What follows belongs to an exercise in optimizing a design on an open flow for small area; a production flow would make more cautious choices.
The RTL was checked by simulation tests, not by an equivalence proof against the original design.

==> flow/design.v (excerpt) <==
module synth_top (
   input  logic        clk_100mhz,
   input  logic        sys_rst,
   input  logic [7:0]  keys,
   output logic        spk,
   output logic [15:0] audio_sample,
   output logic [7:0]  active_voices
);
Size: ~6,900 cells after synthesis, roughly 35 I/O pins, about 74,000 um^2 of cells after synthesis.
export LEC_CHECK = 0
export CAP_MARGIN = 20
export CORE_MARGIN = 2
export CORE_UTILIZATION = 55
export CTS_BUF_LIST = sky130_fd_sc_hd__clkbuf_16
export CTS_CLUSTER_DIAMETER = 100
export CTS_CLUSTER_SIZE = 20
export SLEW_MARGIN = 20
create_clock -name core_clock -period 10.0 [get_ports {clk_100mhz}]
standard.sh (not shown) runs the stock make flow with config.mk's settings and CLKGATE_MAP_FILE= SYNTH_SCRIPT=/design/flow/synth_recipe.tcl, a recipe that flattens the netlist after the stock synthesis.
==> flow/flow/run.sh <==
#!/bin/bash
# Layout flow: the standard flow, except that synthesis maps the
# logic with an area-oriented ABC script (flow/abc_area2.script) instead
# of the speed script. The registers must come out exactly as the
# standard synthesis makes them; if they do not, the standard synthesis
# is used instead. Every tool's output goes to a log file in this folder.
set -uo pipefail
HERE=$PWD
R=$HERE/orfs/results/$FLOW_PLATFORM/synth_top/base

bash standard.sh synth > std_synth.log 2>&1 || { echo "standard synthesis failed"; exit 1; }
cp "$R/1_2_yosys.v" "$HERE/ref_1_2_yosys.v"

# 2. the same synthesis with the area ABC script
sed "s|log_cmd abc {\*}\$abc_args|log_cmd abc {*}[lreplace \$abc_args 1 1 $HERE/flow/abc_area2.script]|" \
   "$FLOW_HOME/scripts/synth.tcl" > "$HERE/area_synth_core.tcl"
if ! grep -q "abc_area2.script" "$HERE/area_synth_core.tcl"; then
   echo "could not patch synth.tcl; keeping the standard synthesis" > area_synth.log
else
   sed "s|source \$::env(SCRIPTS_DIR)/synth.tcl|source $HERE/area_synth_core.tcl|" \
      "$HERE/synth_recipe.tcl" > "$HERE/area_synth.tcl"
   mkdir -p "$HERE/std_results"
   cp -p "$R"/1_* "$HERE/std_results/"
   rm -f "$R/1_2_yosys.v" "$R/1_2_yosys.sdc" "$R/1_synth.odb" "$R/1_synth.sdc"
   if bash standard.sh SYNTH_SCRIPT="$HERE/area_synth.tcl" synth > area_synth.log 2>&1 \
      && python3 "$HERE/flow/same_regs.py" "$HERE/ref_1_2_yosys.v" "$R/1_2_yosys.v" > same_regs.log 2>&1; then
      echo "using the area synthesis" >> area_synth.log
   else
      echo "registers differ or synthesis failed; restoring the standard synthesis" >> area_synth.log
      rm -f "$R"/1_*
      cp -p "$HERE/std_results/"1_* "$R/"
   fi
fi

if [ "$(md5sum < "$R/1_2_yosys.v" | cut -c1-32)" = "$(cat flow/pol_in.md5)" ]; then
   if python3 flow/polarity.py "$R/1_2_yosys.v" "$HERE/pol_1_2_yosys.v" > polarity.log 2>&1 \
      && [ "$(md5sum < "$HERE/pol_1_2_yosys.v" | cut -c1-32)" = "$(cat flow/pol_out.md5)" ] \
      && python3 "$HERE/flow/same_regs.py" "$HERE/ref_1_2_yosys.v" "$HERE/pol_1_2_yosys.v" >> polarity.log 2>&1; then
      cp "$HERE/pol_1_2_yosys.v" "$R/1_2_yosys.v"
      rm -f "$R/1_synth.odb" "$R/1_synth.sdc"
      bash standard.sh synth > pol_synth.log 2>&1 || { echo "synth_odb failed"; exit 1; }
      echo "using the polarity netlist" >> polarity.log
   else
      echo "polarity result not the checked one; netlist left as it was" >> polarity.log
   fi
else
   echo "netlist is not the one polarity.py was checked on; left as it was" > polarity.log
fi

# 4. the rest of the standard flow
bash standard.sh finish > std_finish.log 2>&1 || { echo "layout failed"; exit 1; }
Other scripts of this flow, unchanged in this note and not shown: flow/flow/abc_area2.script, flow/flow/pol_in.md5, flow/flow/pol_out.md5, flow/flow/polarity.py, flow/flow/same_regs.py
Next try:
Settings changed: CORE_UTILIZATION 55 to 65, GPL_TIMING_DRIVEN set to 0.
Outcome:
- synthesized cell count is unchanged
- routed wire length drops by a few percent
- cell count drops by a few percent

==> afterwards: timing with drivers on the ports <==
No port has a modelled driver above. Below, the same layouts with a new extraction and two added sets of constraints.
Step 1, drivers: a clkbuf_16 drives clk_100mhz and a buf_2 each remaining input, both assumed.
Step 2 times the ports against the registers' clock, not the clock port: input delays grow and output delays shrink by t, the midpoint of the rising clock arrivals with the driver on.
a / b / c = no drivers / after step 1 / after step 2; a / b = the first two.
| run | shift t [ns] | setup WS [ns] | worst setup path at the end | slew at the worst register clock pin (ns) | cell pins on the clock port's net |
|---|---|---|---|---|---|
| the first run | 0.742 | 0.204 / 0.204 / 0.204 | register to register | 0.09 / 0.09 | 1 |
| the second run | 0.744 | 0.148 / 0.148 / 0.148 | register to register | 0.09 / 0.09 | 1 |
After both steps setup and hold are still met in every run listed.
